Background: an optimization exercise with open tools, aiming at small area and few clock cycles. Do not read the settings as production practice. Where RTL was checked, it was by simulation tests only, not by an equivalence proof against the original. For runs 2 and 3, only the layout was checked, not whether the RTL still works. Power is estimated from default activity; no workload was simulated.

**design/flow/run.sh**
```bash
#!/bin/bash
# synth_recipe.tcl (not shown) runs the flow's synth.tcl, then flattens the netlist and writes it again
# the make line also repeats each setting of config.mk as NAME=value (left out here)
make -C /OpenROAD-flow-scripts/flow DESIGN_CONFIG=/design/flow/config.mk WORK_HOME=/design/flow/orfs CLKGATE_MAP_FILE= SYNTH_SCRIPT=/design/flow/synth_recipe.tcl finish
```
**design/flow/config.mk**
```make
export PLATFORM = sky130hd
export DESIGN_NAME = pipeline
export DESIGN_NICKNAME = pipeline
export VERILOG_FILES = /design/flow/design.v
export SDC_FILE = /design/flow/constraint.sdc
export NUM_CORES = 4
export LEC_CHECK = 0
export CAP_MARGIN = 20
export CORE_MARGIN = 2
export CORE_UTILIZATION = 40
export SLEW_MARGIN = 20
```
**design/flow/constraint.sdc**
```tcl
create_clock -name core_clock -period 5.5 [get_ports {clock}]
set_input_delay 1.1000 -clock core_clock [delete_from_list [all_inputs] [get_ports {clock}]]
set_output_delay 1.1000 -clock core_clock [all_outputs]
set_load 0.01 [all_outputs]
```
**design/flow/design.v**
```verilog
package pipeline_pkg;
    typedef enum logic [1:0] {
        bus_none  = 2'd0,
        bus_load  = 2'd1,
        bus_store = 2'd2
    } bus_command_t;
    typedef enum logic [1:0] {
        fwd_reg = 2'd0,   
        fwd_mem = 2'd1,   
        fwd_wb  = 2'd2    
    } forward_sel_t;
    typedef enum logic [2:0] {
        alu_add, alu_sub, alu_and, alu_or, alu_xor
    } alu_op_t;
    typedef struct packed {
        logic               valid;
        logic [32-1:0]   pc;
        logic [32-1:0]   npc;
        logic [31:0]        inst;
    } fetch_payload_t;
    typedef struct packed {
        logic                  valid;
        logic [31:0]           inst;
        logic [32-1:0]      npc;
        logic [32-1:0]      rs1_value;
        logic [32-1:0]      rs2_value;
        logic [5-1:0] rs1_idx;    
        logic [5-1:0] rs2_idx;
        logic [32-1:0]      imm;
        logic                  b_is_imm;
        alu_op_t               alu_op;
        logic [5-1:0] dest_idx;   
        logic                  mem_read;
        logic                  mem_write;
    } decode_payload_t;
    typedef struct packed {
        logic                  valid;
        logic [31:0]           inst;
        logic [32-1:0]      npc;
        logic [32-1:0]      alu_result;  
        logic [32-1:0]      store_data;
        logic [5-1:0] dest_idx;
        logic                  mem_read;
        logic                  mem_write;
    } execute_payload_t;
    typedef struct packed {
        logic                  valid;
        logic [31:0]           inst;
        logic [32-1:0]      npc;
        logic [32-1:0]      result;
        logic [5-1:0] dest_idx;
    } writeback_payload_t;
    typedef struct packed {
        bus_command_t     command;
        logic [32-1:0] addr;
        logic [32-1:0] data;
    } mem_request_t;
    typedef struct packed {
        logic                  valid;
        logic                  wr_en;
        logic [5-1:0] wr_idx;
        logic [32-1:0]      wr_data;
        logic [32-1:0]      npc;
        logic [31:0]           inst;
    } commit_t;
    localparam int FETCH_W     = 1 + 32 + 32 + 32;
    localparam int DECODE_W    = 1 + 32 + 32 + 32 + 32 + 5 + 5
                               + 32 + 1 + 3 + 5 + 1 + 1;
    localparam int EXECUTE_W   = 1 + 32 + 32 + 32 + 32 + 5 + 1 + 1;
    localparam int WRITEBACK_W = 1 + 32 + 32 + 32 + 5;
endpackage
module stage_register #(
    parameter int WIDTH = 1
) (
    input  logic     clock,
    input  logic     reset,
    input  logic     hold,     
    input  logic     bubble,   
    input  logic [WIDTH-1:0] d,
    output logic [WIDTH-1:0] q
);
    always_ff @(posedge clock) begin
        if (reset || bubble) begin
            q <= '0;           
        end else if (!hold) begin
            q <= d;
        end
    end
endmodule
module fetch_unit (
    input  logic                        clock,
    input  logic                        reset,
    input  logic                        fetch_valid,
    input  logic                        stall,
    input  logic [32-1:0]            mem_rdata,
    output logic [32-1:0]            fetch_pc,
    output pipeline_pkg::fetch_payload_t fetch_payload
);
    logic [32-1:0] pc;
    logic [32-1:0] next_pc;
    assign next_pc = pc + 32'd4;
    always_ff @(posedge clock) begin
        if (reset) begin
            pc <= 32'h0000_0000;
        end else if (fetch_valid && !stall) begin
            pc <= next_pc;
        end
    end
    assign fetch_pc = pc;
    always_comb begin
        fetch_payload.valid = fetch_valid;   
        fetch_payload.pc    = pc;
        fetch_payload.npc   = next_pc;
        fetch_payload.inst  = mem_rdata;
    end
endmodule
module decode_stage (
    input  logic                             clock,
    input  logic                             reset,
    input  pipeline_pkg::fetch_payload_t     fetch_q,
    input  pipeline_pkg::writeback_payload_t wb,
    output pipeline_pkg::decode_payload_t    decode_payload
);
    logic [32-1:0]      reg_file [32];
    logic                  wb_write;
    logic [6:0]            opcode;
    logic [2:0]            funct3;
    logic [6:0]            funct7;
    logic [5-1:0] rd;
    logic [5-1:0] rs1;
    logic [5-1:0] rs2;
    logic [32-1:0]      i_imm;
    logic [32-1:0]      s_imm;
    assign wb_write = wb.valid && (wb.dest_idx != 5'd0);
    always_ff @(posedge clock) begin
        if (reset) begin
            for (int i = 0; i < 32; i++) begin
                reg_file[i] <= '0;   
            end
        end else if (wb_write) begin
            reg_file[wb.dest_idx] <= wb.result;
        end
    end
    function automatic logic [32-1:0] read_reg(input logic [5-1:0] idx);
        if (wb_write && (wb.dest_idx == idx)) begin
            read_reg = wb.result;
        end else begin
            read_reg = reg_file[idx];
        end
    endfunction
    assign opcode = fetch_q.inst[6:0];
    assign rd     = fetch_q.inst[11:7];
    assign funct3 = fetch_q.inst[14:12];
    assign rs1    = fetch_q.inst[19:15];
    assign rs2    = fetch_q.inst[24:20];
    assign funct7 = fetch_q.inst[31:25];
    assign i_imm  = {{20{fetch_q.inst[31]}}, fetch_q.inst[31:20]};
    assign s_imm  = {{20{fetch_q.inst[31]}}, fetch_q.inst[31:25], fetch_q.inst[11:7]};
    always_comb begin
        decode_payload       = '0;   
        decode_payload.valid = fetch_q.valid;
        decode_payload.inst  = fetch_q.inst;
        decode_payload.npc   = fetch_q.npc;
        if (fetch_q.valid) begin
            case (opcode)
                7'b0110011: begin
                    decode_payload.rs1_idx  = rs1;
                    decode_payload.rs2_idx  = rs2;
                    decode_payload.dest_idx = rd;
                    case ({funct7, funct3})
                        {7'b0000000, 3'b000}: decode_payload.alu_op = pipeline_pkg::alu_add;
                        {7'b0100000,  3'b000}: decode_payload.alu_op = pipeline_pkg::alu_sub;
                        {7'b0000000, 3'b111}: decode_payload.alu_op = pipeline_pkg::alu_and;
                        {7'b0000000, 3'b110}:  decode_payload.alu_op = pipeline_pkg::alu_or;
                        {7'b0000000, 3'b100}: decode_payload.alu_op = pipeline_pkg::alu_xor;
                        default: begin
                            decode_payload.rs1_idx  = 5'd0;
                            decode_payload.rs2_idx  = 5'd0;
                            decode_payload.dest_idx = 5'd0;
                        end
                    endcase
                end
                7'b0010011: if (funct3 == 3'b000) begin   
                    decode_payload.rs1_idx  = rs1;
                    decode_payload.dest_idx = rd;
                    decode_payload.imm      = i_imm;
                    decode_payload.b_is_imm = 1'b1;
                end
                7'b0000011: if (funct3 == 3'b010) begin
                    decode_payload.rs1_idx  = rs1;
                    decode_payload.dest_idx = rd;
                    decode_payload.imm      = i_imm;
                    decode_payload.b_is_imm = 1'b1;
                    decode_payload.mem_read = 1'b1;
                end
                7'b0100011: if (funct3 == 3'b010) begin
                    decode_payload.rs1_idx   = rs1;
                    decode_payload.rs2_idx   = rs2;   
                    decode_payload.imm       = s_imm;
                    decode_payload.b_is_imm  = 1'b1;
                    decode_payload.mem_write = 1'b1;
                end
                default: ;
            endcase
        end
        decode_payload.rs1_value = read_reg(decode_payload.rs1_idx);
        decode_payload.rs2_value = read_reg(decode_payload.rs2_idx);
    end
endmodule
module execute_stage (
    input  pipeline_pkg::decode_payload_t  decode_q,
    input  pipeline_pkg::forward_sel_t     forward_a,
    input  pipeline_pkg::forward_sel_t     forward_b,
    input  logic [32-1:0]               mem_result,   
    input  logic [32-1:0]               wb_result,    
    output pipeline_pkg::execute_payload_t execute_payload
);
    logic [32-1:0] rs1_fwd;
    logic [32-1:0] rs2_fwd;
    logic [32-1:0] operand_b;
    logic [32-1:0] alu_result;
    function automatic logic [32-1:0] select_operand(
        input pipeline_pkg::forward_sel_t sel,
        input logic [32-1:0]           reg_value
    );
        case (sel)
            pipeline_pkg::fwd_mem: select_operand = mem_result;
            pipeline_pkg::fwd_wb:  select_operand = wb_result;
            default:               select_operand = reg_value;
        endcase
    endfunction
    always_comb begin
        rs1_fwd = select_operand(forward_a, decode_q.rs1_value);
        rs2_fwd = select_operand(forward_b, decode_q.rs2_value);
    end
    assign operand_b = decode_q.b_is_imm ? decode_q.imm : rs2_fwd;
    always_comb begin
        case (decode_q.alu_op)
            pipeline_pkg::alu_sub: alu_result = rs1_fwd - operand_b;
            pipeline_pkg::alu_and: alu_result = rs1_fwd & operand_b;
            pipeline_pkg::alu_or:  alu_result = rs1_fwd | operand_b;
            pipeline_pkg::alu_xor: alu_result = rs1_fwd ^ operand_b;
            default:               alu_result = rs1_fwd + operand_b;
        endcase
    end
    always_comb begin
        execute_payload.valid      = decode_q.valid;
        execute_payload.inst       = decode_q.inst;
        execute_payload.npc        = decode_q.npc;
        execute_payload.alu_result = alu_result;
        execute_payload.store_data = rs2_fwd;
        execute_payload.dest_idx   = decode_q.dest_idx;
        execute_payload.mem_read   = decode_q.mem_read;
        execute_payload.mem_write  = decode_q.mem_write;
    end
endmodule
module memory_stage (
    input  pipeline_pkg::execute_payload_t   execute_q,
    input  logic [32-1:0]                 fetch_pc,
    input  logic [32-1:0]                 mem_rdata,
    output pipeline_pkg::mem_request_t       mem_request,
    output pipeline_pkg::writeback_payload_t writeback_payload
);
    logic data_load;
    logic data_store;
    assign data_load  = execute_q.valid && execute_q.mem_read;
    assign data_store = execute_q.valid && execute_q.mem_write;
    always_comb begin
        mem_request.data = execute_q.store_data;
        if (data_load || data_store) begin
            mem_request.command = data_store ? pipeline_pkg::bus_store : pipeline_pkg::bus_load;
            mem_request.addr    = execute_q.alu_result;
        end else begin
            mem_request.command = pipeline_pkg::bus_load;   
            mem_request.addr    = fetch_pc;
        end
    end
    always_comb begin
        writeback_payload.valid    = execute_q.valid;
        writeback_payload.inst     = execute_q.inst;
        writeback_payload.npc      = execute_q.npc;
        writeback_payload.result   = data_load ? mem_rdata : execute_q.alu_result;
        writeback_payload.dest_idx = execute_q.dest_idx;
    end
endmodule
module hazard_unit (
    input  logic                             clock,
    input  logic                             reset,
    input  pipeline_pkg::decode_payload_t    decode_payload,
    input  pipeline_pkg::execute_payload_t   execute_payload,
    input  pipeline_pkg::writeback_payload_t writeback_payload,
    input  pipeline_pkg::decode_payload_t    decode_q,         
    output logic                             fetch_valid,
    output logic                             stall,
    output pipeline_pkg::forward_sel_t       forward_a,
    output pipeline_pkg::forward_sel_t       forward_b
);
    logic data_access;
    assign data_access = execute_payload.valid
                       && (execute_payload.mem_read || execute_payload.mem_write);
    always_ff @(posedge clock) begin
        if (reset) begin
            fetch_valid <= 1'b1;
        end else begin
            fetch_valid <= !data_access;
        end
    end
    assign stall = decode_q.valid && decode_q.mem_read
                 && (decode_q.dest_idx != 5'd0)
                 && ((decode_q.dest_idx == decode_payload.rs1_idx)
                  || (decode_q.dest_idx == decode_payload.rs2_idx));
    function automatic pipeline_pkg::forward_sel_t pick_source(
        input logic [5-1:0] src
    );
        if (src == 5'd0) begin
            pick_source = pipeline_pkg::fwd_reg;
        end else if (execute_payload.valid && (execute_payload.dest_idx == src)) begin
            pick_source = pipeline_pkg::fwd_mem;
        end else if (writeback_payload.valid && (writeback_payload.dest_idx == src)) begin
            pick_source = pipeline_pkg::fwd_wb;
        end else begin
            pick_source = pipeline_pkg::fwd_reg;
        end
    endfunction
    always_ff @(posedge clock) begin
        if (reset) begin
            forward_a <= pipeline_pkg::fwd_reg;
            forward_b <= pipeline_pkg::fwd_reg;
        end else begin
            forward_a <= pick_source(decode_payload.rs1_idx);
            forward_b <= pick_source(decode_payload.rs2_idx);
        end
    end
endmodule
module pipeline (
    input  logic                        clock,
    input  logic                        reset,
    input  logic [32-1:0]            mem_rdata,     
    output logic [1:0]                  mem_command,   
    output logic [32-1:0]            mem_addr,
    output logic [32-1:0]            mem_wdata,
    output logic                        commit_valid,
    output logic                        commit_wr_en,
    output logic [5-1:0]       commit_wr_idx,
    output logic [32-1:0]            commit_wr_data,
    output logic [32-1:0]            commit_npc,
    output logic [31:0]                 commit_inst
);
    pipeline_pkg::mem_request_t       mem_request;
    pipeline_pkg::commit_t            commit;
    logic                             fetch_valid;
    logic                             stall;
    pipeline_pkg::forward_sel_t       forward_a;
    pipeline_pkg::forward_sel_t       forward_b;
    logic [32-1:0]                 fetch_pc;
    pipeline_pkg::fetch_payload_t     fetch_payload, fetch_q;
    pipeline_pkg::decode_payload_t    decode_payload, decode_q;
    pipeline_pkg::execute_payload_t   execute_payload, execute_q;
    pipeline_pkg::writeback_payload_t writeback_payload, writeback_q;
    fetch_unit fetch_unit_0 (
        .clock, .reset, .fetch_valid, .stall, .mem_rdata,
        .fetch_pc, .fetch_payload
    );
    stage_register #(.WIDTH(pipeline_pkg::FETCH_W)) fetch_reg (
        .clock, .reset,
        .hold   (stall),    
        .bubble (1'b0),
        .d      (fetch_payload),
        .q      (fetch_q)
    );
    decode_stage decode_stage_0 (
        .clock, .reset, .fetch_q,
        .wb (writeback_q),
        .decode_payload
    );
    stage_register #(.WIDTH(pipeline_pkg::DECODE_W)) decode_reg (
        .clock, .reset,
        .hold   (1'b0),
        .bubble (stall),    
        .d      (decode_payload),
        .q      (decode_q)
    );
    execute_stage execute_stage_0 (
        .decode_q, .forward_a, .forward_b,
        .mem_result (execute_q.alu_result),
        .wb_result  (writeback_q.result),
        .execute_payload
    );
    stage_register #(.WIDTH(pipeline_pkg::EXECUTE_W)) execute_reg (
        .clock, .reset, .hold (1'b0), .bubble (1'b0),
        .d (execute_payload), .q (execute_q)
    );
    memory_stage memory_stage_0 (
        .execute_q, .fetch_pc, .mem_rdata, .mem_request, .writeback_payload
    );
    stage_register #(.WIDTH(pipeline_pkg::WRITEBACK_W)) writeback_reg (
        .clock, .reset, .hold (1'b0), .bubble (1'b0),
        .d (writeback_payload), .q (writeback_q)
    );
    hazard_unit hazard_unit_0 (
        .clock, .reset, .decode_payload, .execute_payload, .writeback_payload,
        .decode_q, .fetch_valid, .stall, .forward_a, .forward_b
    );
    always_comb begin
        commit.valid   = writeback_q.valid;
        commit.wr_en   = writeback_q.valid && (writeback_q.dest_idx != 5'd0);
        commit.wr_idx  = writeback_q.dest_idx;
        commit.wr_data = writeback_q.result;
        commit.npc     = writeback_q.npc;
        commit.inst    = writeback_q.inst;
    end
    assign mem_command    = mem_request.command;
    assign mem_addr       = mem_request.addr;
    assign mem_wdata      = mem_request.data;
    assign commit_valid   = commit.valid;
    assign commit_wr_en   = commit.wr_en;
    assign commit_wr_idx  = commit.wr_idx;
    assign commit_wr_data = commit.wr_data;
    assign commit_npc     = commit.npc;
    assign commit_inst    = commit.inst;
endmodule
```
==> impl_metrics.json, run 1 <==
{
  "register_area_sq_um": 40400,
  "crit_type": "reg2reg",
  "cts_hold_buf": 0,
  "start_util_pct": 40.1,
  "overflow": 0,
  "cts_made_buffers": 164,
  "mostFrequentLayoutCells": "nand2_1, edfxtp_1, and2_1, dfxtp_1, nor2_1",
  "synthTopCellsByArea": "edfxtp_1, dfxtp_1, and2_1, nand2_1, mux2i_1",
  "maxSlewViolCount": 0,
  "clk_path_buf_depth": 3,
  "powerDensity_nw_per_um2": 293,
  "drc": 0,
  "fin_nets": 8146,
  "cts_tree": "done",
  "fin_ws_ns": 0.318,
  "synth.top_cell.area_share_pct": 39.5,
  "yosysSeqAreaShare_pct": 51.8,
  "cts_root_buffer": "clkbuf_16",
  "die_area_sq_um": 198000,
  "yosysWarningCount": 10,
  "cap_violations": 0,
  "synth_top_cell_by_area": "edfxtp_1",
  "grt_pass1_wl_mm": 460,
  "dr.pass1.iters": 7,
  "worstPathRequired_ns": 6.18,
  "synth_edf_count": 1024,
  "final_antenna_net_count": 0,
  "syn_area_per_cell_sq_um": 9.90,
  "max_freq_ghz": 0.193,
  "drtIter0Drc": 9140,
  "fin_crit_sh_pct": 94.2,
  "layout_commonest_cell": "nand2_1",
  "placed_cells": 10400,
  "post_cts_buffers": 0,
  "grtUsageTotal_pct": 32.3,
  "syn_inst": 7875,
  "die_w_um": 445,
  "port_buffers": 200,
  "power.leakage_nw": 35.0,
  "cp_max_fo": 15,
  "yosys.cell_types.count": 96,
  "fillerInstances": 17900,
  "htreeDepth": 4,
  "crit_arrival_ns": 5.86,
  "antenna_found_initial": 24,
  "fp-row-count": 162,
  "start_kind": "register",
  "gp_congestion": 0.966,
  "die_y_um": 445,
  "clock-sinks": 1506,
  "synth_flop_cell": "edfxtp_1",
  "clock_latency_ns": 0.86,
  "hold_path_class": "reg2reg",
  "syn_to_final_growth_pct": 15.7,
  "wl_mm": 329,
  "final-hold-violation-count": 0,
  "finalSetupViolations": 0,
  "stdcell_count": 10700,
  "clkTransAtPathRegs_ns": 0.06,
  "vias": 65700,
  "grt_pass1_vias": 61800,
  "io_pins": 203,
  "multi_input_area_sq_um": 34700,
  "layout_min_cycle_time_ns": 5.18,
  "cp-end-kind": "register",
  "synth-seq-cells": 1506,
  "p_total_w": 0.0264,
  "status": "finished clean",
  "vdd_drop_max_v": 0.000216,
  "avgRoutedWirePerCell_um": 30.8,
  "slew_headroom_pct": 21.7,
  "post-route-util_pct": 46.4,
  "finClkSkew_ns": 0.0441,
  "synthArstFlopShare_pct": 0,
  "dpl.hpwl_mm": 220,
  "tns_ns": 0,
  "core_region_area_sq_um": 194000,
  "grt_start_max_net_pins": 95,
  "via_per_inst": 6.14,
  "tightest_slew_ns": 1.17,
  "netlist_area_sq_um": 77900,
  "drive_above_1_share_pct": 11.6,
  "place_ws_ns": 0.0329
}
per-layer routing:
metal	global-route usage [%]	share of wire [%]
met5	0	0.054
met3	9.56	13
met2	48.8	43
met4	19.5	7.1
met1	40.6	37
repair_timing:
item	CTS	global route
gates resized for setup	1	11
pin swaps	0	1
setup endpoints to repair	1	3
kinds of logic after synthesis:
group / synth area share (%)
multiplexers: 6.16
adder cells (fa/ha/maj): 1.76
other: 0.00481
AO/OA/AOI/OAI: 11.1
buffers and inverters: 4.76
XOR/XNOR: 1.53
flip-flops: 51.8
AND/OR/NAND/NOR: 22.8
Yosys cell counts, types with 133 or more instances:
| library cell | n |
|---|---|
| nand3_1 | 409 |
| nand2_1 | 1182 |
| nor2b_1 | 151 |
| nor2_1 | 509 |
| edfxtp_1 | 1024 |
| a21oi_1 | 265 |
| and2_1 | 1019 |
| clkbuf_1 | 477 |
| buf_2 | 133 |
| dfxtp_1 | 482 |
| mux2i_1 | 341 |
| o21ai_0 | 203 |
final timing paths:
| check | from | endpoint | slack (ns) | cells after the start |
|---|---|---|---|---|
| worst max-delay path | hazard_unit_0.forward_b[1]$_SDFF_PP0_ | execute_reg.q[68]$_SDFF_PP0_ | 0.32 | 22 |
| worst min-delay path | execute_reg.q[102]$_SDFF_PP0_ | writeback_reg.q[68]$_SDFF_PP0_ | 0.43 | 1 |
| worst max register to register | hazard_unit_0.forward_b[1]$_SDFF_PP0_ | execute_reg.q[68]$_SDFF_PP0_ | 0.32 | 22 |
| worst min register to register | execute_reg.q[102]$_SDFF_PP0_ | writeback_reg.q[68]$_SDFF_PP0_ | 0.43 | 1 |
through the flow:
step           cell area, sq um  hold WS, ns
5_1_grt                   90100        0.454
6_report                  90200        0.431
4_1_cts                   90100        0.434
3_3_place_gp              84700        0.417
2_1_floorplan             78100        0.404
3_5_place_dp              84700        0.423
state kept, by name, indices dropped and copies added, names as in the netlist:
signal / flops
decode_reg.q: 150
decode_stage_0.reg_file: 1024
execute_reg.q: 134
fetch_reg.q: 63
fetch_unit_0.pc: 30
hazard_unit_0.fetch_valid: 1
hazard_unit_0.forward_a: 2
hazard_unit_0.forward_b: 2
writeback_reg.q: 100
where the power goes:
group	leakage (nW)	internal, W	switching, W
Clock	2.68	0.00636	0.00491
Sequential	14.0	0.0126	0.000364
Combinational	18.4	0.000695	0.00148
Total	35.0	0.0196	0.00676
final cells by class:
type                            instances  share of cell area, %
Clock buffer                          215                   5.14
Sequential cell                      1506                   44.8
Tap cell                             2542                   3.53
Clock inverter                         88                  0.881
Multi-Input combinational cell       5546                   38.4
Inverter                              109                  0.459
Antenna cell                            9                 0.0250
Timing Repair Buffer                  676                   6.70
critical path: stages (launching register included):
cell      delay (ns)
dfxtp_1         0.36
inv_1           0.06
ha_1            0.21
buf_12          0.16
buf_4           0.18
a22oi_1         0.17
o21a_1          0.21
o21a_1          0.22
inv_1           0.11
or4_1           0.46
or2_1           0.28
or4_4           0.52
nand2_1         0.11
xnor2_1         0.09
ha_1            0.22
or4_1           0.52
o311ai_1        0.15
o21ai_1         0.19
o41ai_2         0.24
buf_4           0.17
xnor2_1         0.05
a221oi_1        0.25
nor2_1          0.08
Testbench counts, summed over its fixed seeds: cycles 34,222.
==> run 2: changes to the inputs <==
==> design/flow/design.v (replaced) <==
module pipeline (
    input  logic        clock,
    input  logic        reset,
    input  logic [31:0] mem_rdata,
    output logic [1:0]  mem_command,
    output logic [31:0] mem_addr,
    output logic [31:0] mem_wdata,
    output logic        commit_valid,
    output logic        commit_wr_en,
    output logic [4:0]  commit_wr_idx,
    output logic [31:0] commit_wr_data,
    output logic [31:0] commit_npc,
    output logic [31:0] commit_inst
);
    logic [31:0] rf [1:31];  
    logic [31:0] ir;
    logic        e_valid;
    logic [31:0] m_inst;
    logic [31:0] m_result;   
    logic [31:0] m_wdata;    
    logic        m_valid;
    logic        m_wr;       
    logic        m_load;     
    logic        m_store;
    logic [31:2] m_npc;      
    logic [6:0] opcode;
    logic [2:0] funct3;
    logic [6:0] funct7;
    logic [4:0] rd, rs1, rs2;
    logic       is_reg, is_imm, is_load, is_store;
    logic       op_sub, op_and, op_or, op_xor;
    assign opcode = ir[6:0];
    assign rd     = ir[11:7];
    assign funct3 = ir[14:12];
    assign rs1    = ir[19:15];
    assign rs2    = ir[24:20];
    assign funct7 = ir[31:25];
    always_comb begin
        is_reg = 1'b0;
        op_sub = 1'b0;
        op_and = 1'b0;
        op_or  = 1'b0;
        op_xor = 1'b0;
        if (opcode == 7'b0110011) begin
            case ({funct7, funct3})
                {7'b0000000, 3'b000}: is_reg = 1'b1;
                {7'b0100000, 3'b000}: begin is_reg = 1'b1; op_sub = 1'b1; end
                {7'b0000000, 3'b111}: begin is_reg = 1'b1; op_and = 1'b1; end
                {7'b0000000, 3'b110}: begin is_reg = 1'b1; op_or  = 1'b1; end
                {7'b0000000, 3'b100}: begin is_reg = 1'b1; op_xor = 1'b1; end
                default: ;
            endcase
        end
    end
    assign is_imm   = (opcode == 7'b0010011) && (funct3 == 3'b000);
    assign is_load  = (opcode == 7'b0000011) && (funct3 == 3'b010);
    assign is_store = (opcode == 7'b0100011) && (funct3 == 3'b010);
    logic rd_nz;
    assign rd_nz = (rd != 5'd0);
    logic [4:0]  m_rd;
    logic [31:0] m_value;      
    logic        m_data;       
    logic [31:0] rs1_value, rs2_value;
    logic [31:0] imm;
    logic [31:0] operand_b;
    logic [31:0] sum;
    logic [31:0] alu_result;
    assign m_rd    = m_inst[11:7];
    assign m_value = m_load ? mem_rdata : m_result;
    assign m_data  = m_load || m_store;
    always_comb begin
        rs1_value = '0;
        rs2_value = '0;
        for (int i = 1; i < 32; i++) begin
            if (rs1 == 5'(i)) rs1_value = rf[i];
            if (rs2 == 5'(i)) rs2_value = rf[i];
        end
        if (m_wr && (m_rd == rs1)) rs1_value = m_value;
        if (m_wr && (m_rd == rs2)) rs2_value = m_value;
    end
    assign imm = is_store ? {{20{ir[31]}}, ir[31:25], ir[11:7]}
                          : {{20{ir[31]}}, ir[31:20]};
    assign operand_b = is_reg ? rs2_value : imm;
    assign sum = rs1_value + (op_sub ? ~operand_b : operand_b) + {31'd0, op_sub};
    always_comb begin
        if (op_and)      alu_result = rs1_value & rs2_value;
        else if (op_or)  alu_result = rs1_value | rs2_value;
        else if (op_xor) alu_result = rs1_value ^ rs2_value;
        else             alu_result = sum;
    end
    logic [31:2] npc_next;
    assign npc_next = m_npc + 30'd1;
    always_ff @(posedge clock) begin
        if (reset) begin
            e_valid <= 1'b0;
            m_valid <= 1'b0;
            m_wr    <= 1'b0;
            m_load  <= 1'b0;
            m_store <= 1'b0;
            m_npc   <= '0;
        end else begin
            e_valid <= !m_data;    
            m_valid <= e_valid;
            m_wr    <= e_valid && rd_nz && (is_reg || is_imm || is_load);
            m_load  <= e_valid && rd_nz && is_load;   
            m_store <= e_valid && is_store;
            if (e_valid) m_npc <= npc_next;
        end
    end
    always_ff @(posedge clock) begin
        ir       <= mem_rdata;
        m_inst   <= ir;
        m_result <= alu_result;
        m_wdata  <= rs2_value;
    end
    logic [31:0] rf_wdata;
    assign rf_wdata = reset ? 32'd0 : m_value;
    always_ff @(posedge clock) begin
        for (int i = 1; i < 32; i++) begin
            if (reset || (m_wr && (m_rd == 5'(i)))) rf[i] <= rf_wdata;
        end
    end
    assign mem_command = m_store ? 2'd2 : 2'd1;
    assign mem_addr    = m_data  ? m_result
                       : e_valid ? {npc_next, 2'b00} : {m_npc, 2'b00};
    assign mem_wdata   = m_wdata;
    assign commit_valid   = m_valid;
    assign commit_wr_en   = m_wr;
    assign commit_wr_idx  = m_rd;
    assign commit_wr_data = m_value;
    assign commit_npc     = {m_npc, 2'b00};
    assign commit_inst    = m_inst;
endmodule
==> impl_metrics.json, run 2 <==
{
  "hold_path_depth": 0,
  "worstPathRequired_ns": 6.17,
  "r2r_end": "m_result[31]$_DFF_P_",
  "syn_area_per_cell_sq_um": 12.3,
  "via_per_inst": 6.87,
  "fp-row-count": 133,
  "cts_root_buffer": "clkbuf_16",
  "finClkSkew_ns": 0.0338,
  "maxSlewViolCount": 0,
  "fillerInstances": 11400,
  "cp_max_fo": 21,
  "layout_min_cycle_time_ns": 5.60,
  "clk_path_buf_depth": 3,
  "syn_inst": 4322,
  "cp-end-kind": "register",
  "synthTopCellsByArea": "edfxtp_1, a22oi_1, dfxtp_1, ha_1, nand2_1",
  "yosys.cell_types.count": 97,
  "hold_path_class": "reg2reg",
  "grt_pass1_vias": 45100,
  "powerDensity_nw_per_um2": 399,
  "io_pins": 203,
  "max_stage_delay_ns": 0.45,
  "clock-sinks": 1155,
  "power.leakage_nw": 25.4,
  "port_buffers": 200,
  "register_area_sq_um": 33100,
  "r2r_start": "ir[17]$_DFF_P_",
  "path_cells": "buf_6 > nand3_1 > buf_4 > nor2_4 > buf_4 > buf_4 > buf_4 > buf_4 > a22o_1 > a221oi_1 > nand4_1 > o21ai_0 > and3_1 > a21oi_1 > ha_1 > a2111oi_1 > nand2_1 > o22ai_4 > o221ai_4 > mux2i_1 > nor4_2",
  "tightest_slew_ns": 1.23,
  "synth_top_cell_by_area": "edfxtp_1",
  "synth_edf_count": 992,
  "start_kind": "register",
  "ff2ff_path_depth": 21,
  "crit_arrival_ns": 6.26,
  "mostFrequentLayoutCells": "edfxtp_1, buf_4, a22oi_1, nand2_1, nor2_1",
  "slew_headroom_pct": 18.3,
  "r2r_slack_ns": -0.1,
  "fin_crit_sh_pct": 102,
  "max_freq_ghz": 0.179,
  "largest_register_ffs": 992,
  "synth_commonest_cells": "edfxtp_1, a22oi_1, nand2_1",
  "vias": 48000,
  "start_util_pct": 40.3,
  "avgRoutedWirePerCell_um": 40.2,
  "final-hold-violation-count": 0,
  "so_faults": "setup timing",
  "cts_made_buffers": 117,
  "grt_setup_unrepaired": "yes",
  "final_antenna_net_count": 0,
  "grt_pass1_wl_mm": 375,
  "status": "failed layout checks",
  "hold_start": "ir[3]$_DFF_P_",
  "fin_nets": 5258,
  "overflow": 0,
  "synth.most_common_cell": "edfxtp_1",
  "drive_above_1_share_pct": 23.4,
  "grt_start_max_net_pins": 64,
  "synthArstFlopShare_pct": 0,
  "clkTransAtPathRegs_ns": 0.06,
  "die_y_um": 368,
  "multi_input_area_sq_um": 19400,
  "wl_mm": 281,
  "grtUsageTotal_pct": 40.1,
  "synth_flop_cell": "edfxtp_1",
  "gp_congestion": 1.06,
  "placed_cells": 6723,
  "yosysSeqAreaShare_pct": 62.4,
  "whs_endpoint": "m_inst[3]$_DFF_P_",
  "core_region_area_sq_um": 131000,
  "synth.top_cell.area_share_pct": 56.2,
  "htreeDepth": 3,
  "die_w_um": 368,
  "dpl.hpwl_mm": 192,
  "crit_type": "reg2reg",
  "netlist_area_sq_um": 53000,
  "layout_commonest_cell": "edfxtp_1",
  "critical-path-slowest-cell": "dfxtp_2",
  "die_area_sq_um": 135000,
  "syn_to_final_growth_pct": 28.7,
  "antenna_found_initial": 13,
  "drc": 0,
  "finalSetupViolations": 9,
  "cap_violations": 0,
  "cts_tree": "done",
  "yosysWarningCount": 2,
  "drtIter0Drc": 9597,
  "cp_common_cell": "buf_4",
  "vdd_drop_max_v": 0.000322,
  "stdcell_count": 6994,
  "tns_ns": -0.297,
  "largest_register": "rf",
  "clock_latency_ns": 0.79,
  "dr.pass1.iters": 9,
  "fin_ws_ns": -0.0955,
  "cts_hold_buf": 0,
  "synth-seq-cells": 1155
}
[run 2: worst max path at each step]
stage                   startpoint                    to  slack (ns)
finish              ir[17]$_DFF_P_  m_result[31]$_DFF_P_        -0.1
global placement    ir[24]$_DFF_P_  m_result[15]$_DFF_P_       -0.63
detailed placement  ir[24]$_DFF_P_  m_result[19]$_DFF_P_       -0.58
CTS                 ir[17]$_DFF_P_  m_result[29]$_DFF_P_     -0.0003
floorplan           ir[22]$_DFF_P_  m_result[30]$_DFF_P_       0.005
global route        ir[22]$_DFF_P_  m_result[30]$_DFF_P_       -0.30
[run 2: what timing repair did]
| action | 4_1_cts | 5_1_grt |
|---|---|---|
| gates cloned | 1 | 1 |
| resized for setup | 61 | 94 |
| pin swaps | 16 | 32 |
| hold endpoints to repair | 0 | 0 |
| setup endpoints to repair | 21 | 20 |
| buffers inserted | 4 | 33 |
[run 2: area by class of cell]
cell class,count,area share [%]
antenna,7,0.0257
clock buffer,144,4.62
clock inverter,79,1.38
inverter,128,0.704
multi-input combinational,2736,28.5
sequential,1155,48.5
tap,1755,3.22
timing repair buffer,990,13.1
[run 2: power breakdown]
group | switching, W | total (W) | internal, W | leakage (nW)
Sequential | 0.00113 | 0.0128 | 0.0117 | 11.4
Combinational | 0.00361 | 0.00580 | 0.00219 | 11.9
Clock | 0.00366 | 0.00860 | 0.00494 | 1.99
Total | 0.00841 | 0.0272 | 0.0188 | 25.4
[run 2: critical path: cells and delay by family (launching register included)]
kind / cells / cell delay, ns
buffers and inverters: 6 / 1.52
DFF: 1 / 0.45
and+or+nand+nor: 6 / 1.50
muxes: 1 / 0.16
AOI/OAI and AO/OA: 7 / 1.52
adders and majority gates: 1 / 0.34
[run 2: kinds of logic (layout without fill, tap and decap cells)]
| family | count (synthesis) | count (layout) | share of synthesized area (%) |
|---|---|---|---|
| xor+xnor | 83 | 83 | 1.37 |
| simple gates | 1014 | 1014 | 9.21 |
| buf+inv | 432 | 1341 | 3.40 |
| compound gates | 1436 | 1436 | 19.3 |
| fa+ha+maj | 96 | 96 | 2.28 |
| flops | 1155 | 1155 | 62.4 |
| mux | 105 | 105 | 2.06 |
| other cells | 1 | 9 | 0.00707 |
[run 2: metrics by stage]
stage	power (W)	setup WS (ns)	utilization [%]	instance area (sq um)	hold slack, ns
6_report	0.0272	-0.0955	51.9	68200	0.358
5_1_grt	0.0278	-0.303	51.9	68200	0.364
3_5_place_dp	0.0182	-0.575	47.9	63000	0.352
4_1_cts	0.0267	-0.000332	51.3	67400	0.361
2_1_floorplan	0.0147	0.00536	-	53000	0.329
3_3_place_gp	0.0182	-0.632	47.9	63000	0.339
[run 2: routing by layer]
layer,up-vias,GRT usage [%],part of all wire [%]
met5,-,0.748,0.067
met4,10,28.3,8.8
met3,1285,14.5,15
met2,4690,58.9,42
met1,23300,48.8,34
li1,18800,-,-
==> run 3: changes to the inputs <==
--- a/design/flow/design.v
+++ b/design/flow/design.v
@@ -17,7 +17,6 @@
     logic        e_valid;
     logic [31:0] m_inst;
     logic [31:0] m_result;   
-    logic [31:0] m_wdata;    
     logic        m_valid;
     logic        m_wr;       
     logic        m_load;     
@@ -60,7 +59,8 @@
     logic [4:0]  m_rd;
     logic [31:0] m_value;      
     logic        m_data;       
-    logic [31:0] rs1_value, rs2_value;
+    logic [4:0]  rs2_sel;
+    logic [31:0] rs1_value, rs2_read, rs2_value;
     logic [31:0] imm;
     logic [31:0] operand_b;
     logic [31:0] sum;
@@ -68,13 +68,15 @@
     assign m_rd    = m_inst[11:7];
     assign m_value = m_load ? mem_rdata : m_result;
     assign m_data  = m_load || m_store;
+    assign rs2_sel = m_store ? m_inst[24:20] : rs2;
     always_comb begin
         rs1_value = '0;
-        rs2_value = '0;
+        rs2_read  = '0;
         for (int i = 1; i < 32; i++) begin
-            if (rs1 == 5'(i)) rs1_value = rf[i];
-            if (rs2 == 5'(i)) rs2_value = rf[i];
+            if (rs1 == 5'(i))     rs1_value = rf[i];
+            if (rs2_sel == 5'(i)) rs2_read  = rf[i];
         end
+        rs2_value = rs2_read;
         if (m_wr && (m_rd == rs1)) rs1_value = m_value;
         if (m_wr && (m_rd == rs2)) rs2_value = m_value;
     end
@@ -89,7 +91,9 @@
         else             alu_result = sum;
     end
     logic [31:2] npc_next;
+    logic        e_go;       
     assign npc_next = m_npc + 30'd1;
+    assign e_go     = e_valid && !m_store;
     always_ff @(posedge clock) begin
         if (reset) begin
             e_valid <= 1'b0;
@@ -99,19 +103,18 @@
             m_store <= 1'b0;
             m_npc   <= '0;
         end else begin
-            e_valid <= !m_data;    
-            m_valid <= e_valid;
-            m_wr    <= e_valid && rd_nz && (is_reg || is_imm || is_load);
-            m_load  <= e_valid && rd_nz && is_load;   
-            m_store <= e_valid && is_store;
-            if (e_valid) m_npc <= npc_next;
+            e_valid <= !m_data || (e_valid && m_store);   
+            m_valid <= e_go;
+            m_wr    <= e_go && rd_nz && (is_reg || is_imm || is_load);
+            m_load  <= e_go && rd_nz && is_load;   
+            m_store <= e_go && is_store;
+            if (e_go) m_npc <= npc_next;
         end
     end
     always_ff @(posedge clock) begin
-        ir       <= mem_rdata;
+        if (!m_store) ir <= mem_rdata;   
         m_inst   <= ir;
         m_result <= alu_result;
-        m_wdata  <= rs2_value;
     end
     logic [31:0] rf_wdata;
     assign rf_wdata = reset ? 32'd0 : m_value;
@@ -123,7 +126,7 @@
     assign mem_command = m_store ? 2'd2 : 2'd1;
     assign mem_addr    = m_data  ? m_result
                        : e_valid ? {npc_next, 2'b00} : {m_npc, 2'b00};
-    assign mem_wdata   = m_wdata;
+    assign mem_wdata   = rs2_read;
     assign commit_valid   = m_valid;
     assign commit_wr_en   = m_wr;
     assign commit_wr_idx  = m_rd;
==> impl_metrics.json, run 3 <==
{
  "synth_edf_count": 1024,
  "crit_arrival_ns": 6.74,
  "cts_tree": "done",
  "clock_latency_ns": 0.82,
  "register_area_sq_um": 32800,
  "r2r_slack_ns": -0.52,
  "power.leakage_nw": 26.5,
  "cap_violations": 0,
  "grt_pass1_vias": 47000,
  "finalSetupViolations": 26,
  "grt_setup_unrepaired": "yes",
  "r2r_end": "m_result[31]$_DFF_P_",
  "syn_area_per_cell_sq_um": 12.1,
  "core_region_area_sq_um": 133000,
  "powerDensity_nw_per_um2": 384,
  "netlist_area_sq_um": 53600,
  "grt_start_max_net_pins": 64,
  "vias": 50200,
  "fp-row-count": 134,
  "slew_headroom_pct": 17.9,
  "r2r_start": "ir[20]$_DFFE_PN_",
  "so_faults": "setup timing",
  "placed_cells": 6952,
  "final_antenna_net_count": 0,
  "layout_min_cycle_time_ns": 6.02,
  "multi_input_area_sq_um": 20700,
  "start_kind": "register",
  "avgRoutedWirePerCell_um": 39.2,
  "cts_made_buffers": 119,
  "fin_ws_ns": -0.517,
  "final-hold-violation-count": 0,
  "gp_congestion": 1.02,
  "worstPathRequired_ns": 6.23,
  "fin_crit_sh_pct": 109,
  "tightest_slew_ns": 1.23,
  "clock-sinks": 1123,
  "hold_path_depth": 0,
  "synthTopCellsByArea": "edfxtp_1, a22oi_1, dfxtp_1, nand2_1, ha_1",
  "synth.most_common_cell": "edfxtp_1",
  "cp-end-kind": "register",
  "max_freq_ghz": 0.166,
  "syn_to_final_growth_pct": 31.4,
  "io_pins": 203,
  "drtIter0Drc": 10800,
  "stdcell_count": 7270,
  "drive_above_1_share_pct": 27.9,
  "yosysWarningCount": 2,
  "fillerInstances": 11600,
  "status": "failed layout checks",
  "clkTransAtPathRegs_ns": 0.07,
  "synth-seq-cells": 1123,
  "synthArstFlopShare_pct": 0,
  "dpl.hpwl_mm": 200,
  "synth_commonest_cells": "edfxtp_1, a22oi_1, nand2_1",
  "via_per_inst": 6.91,
  "die_y_um": 370,
  "die_area_sq_um": 137000,
  "hold_path_class": "reg2reg",
  "cts_root_buffer": "clkbuf_16",
  "grt_pass1_wl_mm": 383,
  "finClkSkew_ns": 0.0577,
  "vdd_drop_max_v": 0.000323,
  "ff2ff_path_depth": 22,
  "synth_top_cell_by_area": "edfxtp_1",
  "start_util_pct": 40.2,
  "layout_commonest_cell": "edfxtp_1",
  "overflow": 0,
  "htreeDepth": 3,
  "antenna_found_initial": 10,
  "wl_mm": 285,
  "port_buffers": 200,
  "hold_start": "ir[6]$_DFFE_PN_",
  "mostFrequentLayoutCells": "edfxtp_1, buf_4, a22oi_1, nand2_1, nor2_1",
  "synth_flop_cell": "edfxtp_1",
  "synth.top_cell.area_share_pct": 57.4,
  "yosysSeqAreaShare_pct": 61.1,
  "syn_inst": 4410,
  "clk_path_buf_depth": 3,
  "crit_type": "reg2reg",
  "cp_max_fo": 5,
  "post-route-util_pct": 52.8,
  "maxSlewViolCount": 0,
  "whs_endpoint": "m_inst[6]$_DFF_P_",
  "dr.pass1.iters": 10,
  "largest_register": "rf",
  "largest_register_ffs": 992,
  "yosys.cell_types.count": 105,
  "grtUsageTotal_pct": 40.5,
  "fin_nets": 5527,
  "drc": 0,
  "die_w_um": 370
}
## run 3: changes by cell type in the layout (fill, tap and decap cells not counted), sizes merged, moves of 20 or more
| cell | before | now |
|---|---|---|
| buf | 789 | 985 |
| a22oi | 573 | 419 |
| dfxtp | 163 | 99 |
| a222oi | 40 | 89 |
| nand2 | 295 | 337 |
| a221oi | 79 | 120 |
| a22o | 59 | 99 |
| o21ai | 167 | 202 |
| xor2 | 32 | 65 |
| edfxtp | 992 | 1024 |
| mux2i | 90 | 58 |
| a21oi | 210 | 236 |
| o22ai | 47 | 25 |
| clkdlybuf4s50 | 199 | 179 |
## run 3: what timing repair did
action | 4_1_cts | 5_1_grt
pin swaps | 77 | 105
hold buffers | 0 | 0
gates resized for setup | 205 | 149
endpoints found under the setup margin | 58 | 55
cloned | 0 | 0
buffers inserted | 67 | 27
## run 3: how the worst max path moves through the flow
stage,from,slack [ns],endpoint,cells past startpoint
after detailed placement,m_store$_SDFF_PP0_,-0.96,m_result[21]$_DFF_P_,29
after CTS,ir[20]$_DFFE_PN_,-0.37,m_result[31]$_DFF_P_,23
final,ir[20]$_DFFE_PN_,-0.52,m_result[31]$_DFF_P_,22
after global routing,ir[15]$_DFFE_PN_,-0.66,m_result[31]$_DFF_P_,27
after global placement,m_store$_SDFF_PP0_,-0.96,m_result[31]$_DFF_P_,27
after floorplan,m_inst[23]$_DFF_P_,-0.002,m_result[31]$_DFF_P_,26
## run 3: cells by family after synthesis
family	after synthesis	share of synthesized area, %
AO/OA/AOI/OAI	1476	20.0
XOR/XNOR	100	1.64
adder cells (fa/ha/maj)	96	2.26
buffers and inverters	429	3.33
flip-flops	1123	61.1
multiplexers	88	1.80
other	1	0.00700
AND/OR/NAND/NOR	1097	9.87
## run 3: metal layers
metal / global-route usage [%] / part of all wire (%)
met1: 53.1 / 36
met2: 58.6 / 42
met3: 12.4 / 14
met4: 24.8 / 7.9
met5: 0 / 0.034
## run 3: final cells by class
type	count	area share, %
multi-input cells	2859	29.5
well taps	1768	3.14
clock buffers	140	4.37
inverters	112	0.598
diodes	5	0.0178
flip-flops and latches	1123	46.6
repair buffers	1182	14.5
clock inverters	81	1.31
## run 3: report_power, final
part / leakage [nW] / switching, W / internal [W]
sequential: 11.3 / 0.00119 / 0.0114
clock: 1.91 / 0.00374 / 0.00461
combinational: 13.3 / 0.00371 / 0.00234
total: 26.5 / 0.00864 / 0.0184
## run 3: critical path: stages, from the launching register on
cell and delay [ns]:
edfxtp_1 0.49, buf_6 0.17, or3b_4 0.26, a22oi_2 0.10
a222oi_1 0.29, o211ai_1 0.18, a211oi_2 0.35, o211ai_1 0.22
a222oi_1 0.56, a31oi_1 0.18, a221o_1 0.32, mux2_4 0.30
a211o_1 0.29, ha_4 0.28, buf_4 0.11, a21oi_2 0.07
or3_4 0.37, o21a_4 0.21, and4b_1 0.23, a21oi_4 0.28
a311oi_2 0.14, mux2_4 0.32, nor4b_2 0.23
## run 3: per-stage QoR
stage / area (sq um) / power (W) / hold WS, ns / setup slack (ns) / TNS (ns)
after CTS: 69500 / 0.0265 / 0.371 / -0.370 / -2.71
after detailed placement: 64300 / 0.0181 / 0.357 / -0.957 / -13.81
final: 70400 / 0.0270 / 0.376 / -0.517 / -6.28
after global routing: 70300 / 0.0276 / 0.390 / -0.661 / -10.70
after global placement: 64300 / 0.0181 / 0.354 / -0.964 / -14.33
after floorplan: 53600 / 0.0144 / 0.343 / -0.00169 / -0.00169

## afterwards: timing with drivers on the ports
In the flow no input, the clock included, has a driving cell. The finished layouts below were timed again as built, in two steps.
Step 1 sets driving cells, clkbuf_16 on the clock port and buf_2 on the other inputs (assumed; they add their load-dependent delay and slew).
Step 2 moves the port delays by t, midway between the first and last clock arrival at a register: inputs arrive t later, outputs are due t later. That takes back most of the time a late clock gives input paths.
Slacks: ideal ports / drivers / drivers and shift; pairs: ideal ports / drivers.
| run | shift t [ns] | setup slack, ns | worst setup path at the end | pins driven straight from the clock port |
|---|---|---|---|---|
| run 1 | 0.933 | 0.318 / 0.318 / 0.318 | register to register | 1 |
| run 2 | 0.837 | -0.095 / -0.095 / -0.095 | register to register | 1 |
| run 3 | 0.873 | -0.517 / -0.517 / -0.517 | register to register | 1 |
